What follows belongs to an exercise in optimizing a design on an open flow for small area, a short achievable clock period and few clock cycles per item; a production flow would make more cautious choices. RTL that was checked went through simulation tests only; none was proved equivalent to the original. Power and IR drop assume default switching activity.

## masked_byte_pattern_search
module masked_byte_pattern_search (
  input  wire          clk_i,
  input  wire          rst_ni,
  input  wire          cfg_we_i,
  input  wire [5:0]    cfg_pattern_length_i,
  input  wire          in_valid_i,
  output logic         in_ready_o,
  input  wire          mode_i,
  input  wire [4:0]    element_index_i,
  input  wire [7:0]    byte_value_i,
  input  wire          wildcard_req_i,
  input  wire          last_byte_i,
  output logic         out_valid_o,
  input  wire          out_ready_i,
  output logic         found_o,
  output logic [15:0]  match_offset_o
);
Size in the first run: roughly 590 flip-flops, ~23,000 um2 of cells after synthesis.
clock: 7.0 ns
lec_check: 0
cap_margin: 20
core_margin: 2
core_utilization: 50
cts_cluster_diameter: 100
cts_cluster_size: 30
setup_slack_margin: 3.9
slew_margin: 20
synth_hierarchical: 1
standard.sh (not shown) runs the stock make flow with config.mk's settings and CLKGATE_MAP_FILE= SYNTH_SCRIPT=/design/flow/synth_recipe.tcl, a recipe that flattens the netlist after the stock synthesis.
==> flow/flow/run.sh <==
#!/bin/bash
# Layout: the standard flow (standard.sh, with its unchanged synthesis) with two
# changes: the port buffers start as the smallest plain buffer (buf_1) instead of the
# resizer's default pick, and the out_ready_i / in_ready_o pins, joined by the only
# port-to-port path, are placed next to each other. Timing repair resizes the buffers
# that need it. The whole make output goes to flow_make.log in this folder.
set -euo pipefail
bash standard.sh \
  "BUFFER_PORTS_ARGS=-buffer_cell sky130_fd_sc_hd__buf_1" \
  "PLACE_PINS_ARGS=-group_pins {out_ready_i in_ready_o}" \
  finish > flow_make.log 2>&1
Testbench counts at the start, summed over its fixed seeds: cycles 35,837, items 35,633.
==> next run, changes <==
==> flow/run.sh (new file) <==
#!/bin/bash
# synth_recipe.tcl (not shown) runs the flow's synth.tcl, then flattens the netlist and writes it again
# the make line also repeats each setting of config.mk as NAME=value (left out here)
make -C /OpenROAD-flow-scripts/flow DESIGN_CONFIG=/design/flow/config.mk WORK_HOME=/design/flow/orfs CLKGATE_MAP_FILE= SYNTH_SCRIPT=/design/flow/synth_recipe.tcl finish
Settings changed: CORE_UTILIZATION 50 to 40.
removed: flow/flow/run.sh
removed: flow/standard.sh
Cell area went up by 3.8%.
First-iteration DRC count went up by 2.0%.
Fmax barely changes.
Die area went up by 25%.
Setup slack stays flat.
Non-clock buffer count went up by 28.
==> next run, changes <==
Settings changed: CORE_UTILIZATION 40 to 50.
Final area went down by 1.3%. Non-clock buffer count went down by 11. Wire length went up by about 1.2%. Global-route usage went up by 6.5 points. Combinational power barely changes. Count of clock-buffer cells in the layout went down by 3.
==> next run, changes <==
Settings changed: SETUP_SLACK_MARGIN 3.9 to 3.86, TNS_END_PERCENT set to 20.
=>
- via count went down by about 1.8%
- clock skew barely changes
- synthesized cell count is unchanged
- power went down by about 0.8%

* * *

== lane 1 ==
The RTL this note starts from:
==> flow/design.v <==
`default_nettype none
module mbps_pattern_store #(
  parameter int unsigned PatternMax = 32,
  parameter int unsigned IdxW       = 5,
  parameter int unsigned ByteW      = 8
) (
  input  wire                         clk_i,
  input  wire                         load_write_i,
  input  wire [IdxW-1:0]              load_idx_i,
  input  wire [ByteW-1:0]             load_data_i,
  input  wire                         load_wild_i,
  output logic [PatternMax*ByteW-1:0] pat_o,
  output logic [PatternMax-1:0]       wild_o
);
  always_ff @(posedge clk_i) begin
    for (int unsigned k = 0; k < PatternMax; k++) begin
      if (load_write_i && load_idx_i == IdxW'(k)) begin
        pat_o[k*ByteW +: ByteW] <= load_data_i;
        wild_o[k]               <= load_wild_i;
      end
    end
  end
endmodule
`default_nettype wire
`default_nettype none
module mbps_window_match #(
  parameter int unsigned PatternMax = 32,
  parameter int unsigned IdxW       = 5,
  parameter int unsigned ByteW      = 8
) (
  input  wire                         clk_i,
  input  wire                         shift_i,
  input  wire [IdxW:0]                len_i,
  input  wire [ByteW-1:0]             data_i,
  input  wire [PatternMax*ByteW-1:0]  pat_i,
  input  wire [PatternMax-1:0]        wild_i,
  output logic                        match_o
);
  logic [PatternMax*ByteW-1:0] win_q;
  logic [PatternMax-1:0]       tap_ok;
  logic [PatternMax*ByteW-1:0] win_d;
  logic [PatternMax-1:0]       take_new, take_up;
  logic                        keep;
  always_comb begin
    keep = !shift_i;
    for (int unsigned j = 0; j < PatternMax; j++) begin
      take_new[j] = shift_i && (j == PatternMax - 1 || (IdxW + 1)'(j + 1) >= len_i);
      take_up[j]  = shift_i && !(j == PatternMax - 1 || (IdxW + 1)'(j + 1) >= len_i);
    end
    for (int unsigned j = 0; j < PatternMax; j++) begin
      win_d[j*ByteW +: ByteW] = ({ByteW{keep}}        & win_q[j*ByteW +: ByteW]) |
                                ({ByteW{take_new[j]}} & data_i);
      if (j < PatternMax - 1) begin
        win_d[j*ByteW +: ByteW] = win_d[j*ByteW +: ByteW] |
                                  ({ByteW{take_up[j]}} & win_q[(j+1)*ByteW +: ByteW]);
      end
    end
  end
  always_ff @(posedge clk_i) begin
    win_q <= win_d;
  end
  always_comb begin
    for (int unsigned j = 0; j < PatternMax; j++) begin
      tap_ok[j] = ((IdxW + 1)'(j) >= len_i) || wild_i[j] ||
                  (pat_i[j*ByteW +: ByteW] == win_q[j*ByteW +: ByteW]);
    end
    match_o = &tap_ok;
  end
endmodule
`default_nettype wire
`default_nettype none
module masked_byte_pattern_search (
  input  wire          clk_i,
  input  wire          rst_ni,
  input  wire          cfg_we_i,
  input  wire [5:0]    cfg_pattern_length_i,
  input  wire          in_valid_i,
  output logic         in_ready_o,
  input  wire          mode_i,
  input  wire [4:0]    element_index_i,
  input  wire [7:0]    byte_value_i,
  input  wire          wildcard_req_i,
  input  wire          last_byte_i,
  output logic         out_valid_o,
  input  wire          out_ready_i,
  output logic         found_o,
  output logic [15:0]  match_offset_o
);
  localparam int unsigned PatternMax = 32;
  localparam int unsigned IdxW       = 5;
  localparam int unsigned ByteW      = 8;
  localparam int unsigned CountW     = 16;
  localparam logic        ModeScan   = 1'b1;
  logic [5:0]        len_q;
  logic              busy_q;
  logic              in_valid_q, b_scan_q, b_last_q;
  logic              closed_q;    
  logic              rep_q;       
  logic              en_q;        
  logic [CountW-1:0] off_q;       
  logic              out_valid_q, found_q;
  logic              accept, exec, scan, match, hit;
  logic              rep_cur, en_cur, sat;
  logic [CountW-1:0] off_cur;
  logic [CountW:0]   off_inc;
  logic [CountW-1:0] sat_val;
  logic [PatternMax*ByteW-1:0] pat_row;
  logic [PatternMax-1:0]       wild_row;
  always_ff @(posedge clk_i or negedge rst_ni) begin
    if (!rst_ni) begin
      len_q <= 6'd1;
    end else if (cfg_we_i) begin
      if (cfg_pattern_length_i[5]) begin
        len_q <= 6'(PatternMax);
      end else if (cfg_pattern_length_i[4:0] == '0) begin
        len_q <= 6'd1;
      end else begin
        len_q <= cfg_pattern_length_i;
      end
    end
  end
  assign exec       = in_valid_q && (!out_valid_q || out_ready_i);
  assign in_ready_o = !busy_q || out_ready_i;
  assign accept     = in_valid_i && in_ready_o;
  assign scan       = exec && (b_scan_q == ModeScan);
  always_ff @(posedge clk_i or negedge rst_ni) begin
    if (!rst_ni) begin
      in_valid_q <= 1'b0;
    end else begin
      in_valid_q <= in_valid_d;
    end
  end
  always_ff @(posedge clk_i) begin
    if (accept) begin
      b_scan_q <= mode_i;
      b_last_q <= last_byte_i;
    end
  end
  mbps_pattern_store #(
    .PatternMax (PatternMax),
    .IdxW       (IdxW),
    .ByteW      (ByteW)
  ) u_store (
    .clk_i        (clk_i),
    .load_write_i (accept && (mode_i != ModeScan)),
    .load_idx_i   (element_index_i),
    .load_data_i  (byte_value_i),
    .load_wild_i  (wildcard_req_i),
    .pat_o        (pat_row),
    .wild_o       (wild_row)
  );
  mbps_window_match #(
    .PatternMax (PatternMax),
    .IdxW       (IdxW),
    .ByteW      (ByteW)
  ) u_window (
    .clk_i   (clk_i),
    .shift_i (accept && (mode_i == ModeScan)),
    .len_i   (len_q),
    .data_i  (byte_value_i),
    .pat_i   (pat_row),
    .wild_i  (wild_row),
    .match_o (match)
  );
  always_comb begin
    sat_val = ~{10'd0, len_q};
    off_inc = {1'b0, off_q} + (CountW + 1)'(1);
    sat     = en_q && (off_q == sat_val);
    if (closed_q) begin
      rep_cur = 1'b0;
      en_cur  = (len_q == 6'd1);
      off_cur = CountW'(1) - CountW'(len_q);
    end else begin
      rep_cur = rep_q;
      en_cur  = en_q || off_inc[CountW];
      off_cur = (rep_q || sat) ? off_q : off_inc[CountW-1:0];
    end
    hit = !rep_cur && en_cur && match;
  end
  logic in_valid_d, out_valid_d;
  assign in_valid_d  = in_ready_o ? in_valid_i : in_valid_q;
  assign out_valid_d = exec ? (scan && (hit || (b_last_q && !rep_cur)))
                            : (out_valid_q && !out_ready_i);
  always_ff @(posedge clk_i or negedge rst_ni) begin
    if (!rst_ni) begin
      busy_q <= 1'b0;
    end else begin
      busy_q <= in_valid_d && out_valid_d;
    end
  end
  always_ff @(posedge clk_i or negedge rst_ni) begin
    if (!rst_ni) begin
      closed_q    <= 1'b1;
      out_valid_q <= 1'b0;
    end else begin
      if (scan) begin
        closed_q <= b_last_q;
      end
      out_valid_q <= out_valid_d;
    end
  end
  always_ff @(posedge clk_i) begin
    if (scan) begin
      rep_q   <= rep_cur || hit;
      en_q    <= en_cur;
      off_q   <= (b_last_q && !rep_cur && !hit) ? '0 : off_cur;
      found_q <= hit;
    end
  end
  assign out_valid_o    = out_valid_q;
  assign found_o        = found_q;
  assign match_offset_o = off_q;
endmodule
`default_nettype wire
Settings: LEC_CHECK=0, CAP_MARGIN=20, CORE_MARGIN=2, CORE_UTILIZATION=40, SETUP_SLACK_MARGIN=3.5, SLEW_MARGIN=20; clock period 7.0 ns.
run.sh (not shown) runs the stock make flow with config.mk's settings and CLKGATE_MAP_FILE= SYNTH_SCRIPT=/design/flow/synth_recipe.tcl, a recipe that flattens the netlist after the stock synthesis.
Stock flow here: none of the scripts above is used.
diff inputs: lane 1 => lane 2
- swapping 3.5 for 3.9 in SETUP_SLACK_MARGIN
==> results.txt <==
- Per the comparison of lane 2 with lane 1, layout cell share with drive strength beyond 1 moved up, post-layout utilization of the core moved up, ratio of final minimum period to clock period moved down, number of cells after detailed placement level, worst slew slack as a fraction of its limit moved up.
- Lane 2 and lane 1 ended up with nearly the same clock-cell share of area.
Function was not checked in any run of this note: the RTL went through the layout flow alone.

-- afterwards: timing with drivers on the ports --
The flow's constraints put no driver on any port. The routed layouts listed below were extracted and timed again, unchanged, in two steps. Step 1, drivers: a clkbuf_16 drives clk_i and a buf_2 each remaining input, both assumed. Step 2 moves the port delays by t, midway between the first and last clock arrival at a register: inputs arrive t later, outputs are due t later. That takes back most of the time a late clock gives input paths. a / b / c = ideal / step 1 / step 2; a / b = the first two.
run | t (ns) | setup slack, ns | worst hold slack (ns) | worst setup path after step 2 | clock arrival spread, ns
the first run of note 1 | 0.630 | 3.859 / 3.827 / 3.299 | 0.522 / 0.522 / 0.522 | input to register | 0.032 / 0.032
the second run of note 1 | 0.627 | 3.859 / 3.825 / 3.395 | 0.423 / 0.423 / 0.423 | input to register | 0.026 / 0.025
the third run of note 1 | 0.631 | 3.856 / 3.836 / 3.410 | 0.485 / 0.485 / 0.485 | input to register | 0.021 / 0.020
the fourth run of note 1 | 0.641 | 3.852 / 3.821 / 3.275 | 0.492 / 0.492 / 0.492 | input to register | 0.020 / 0.020
lane 1 | 0.688 | 3.635 / 3.640 / 2.976 | 0.494 / 0.494 / 0.494 | input to register | 0.028 / 0.029
lane 2 | 0.676 | 3.822 / 3.797 / 3.178 | 0.493 / 0.493 / 0.493 | input to register | 0.029 / 0.028
After both steps every run listed still meets setup and hold. The setup slack of lane 1, which loses most, moves by +0.005 ns with the drivers and by -0.659 ns with both steps.
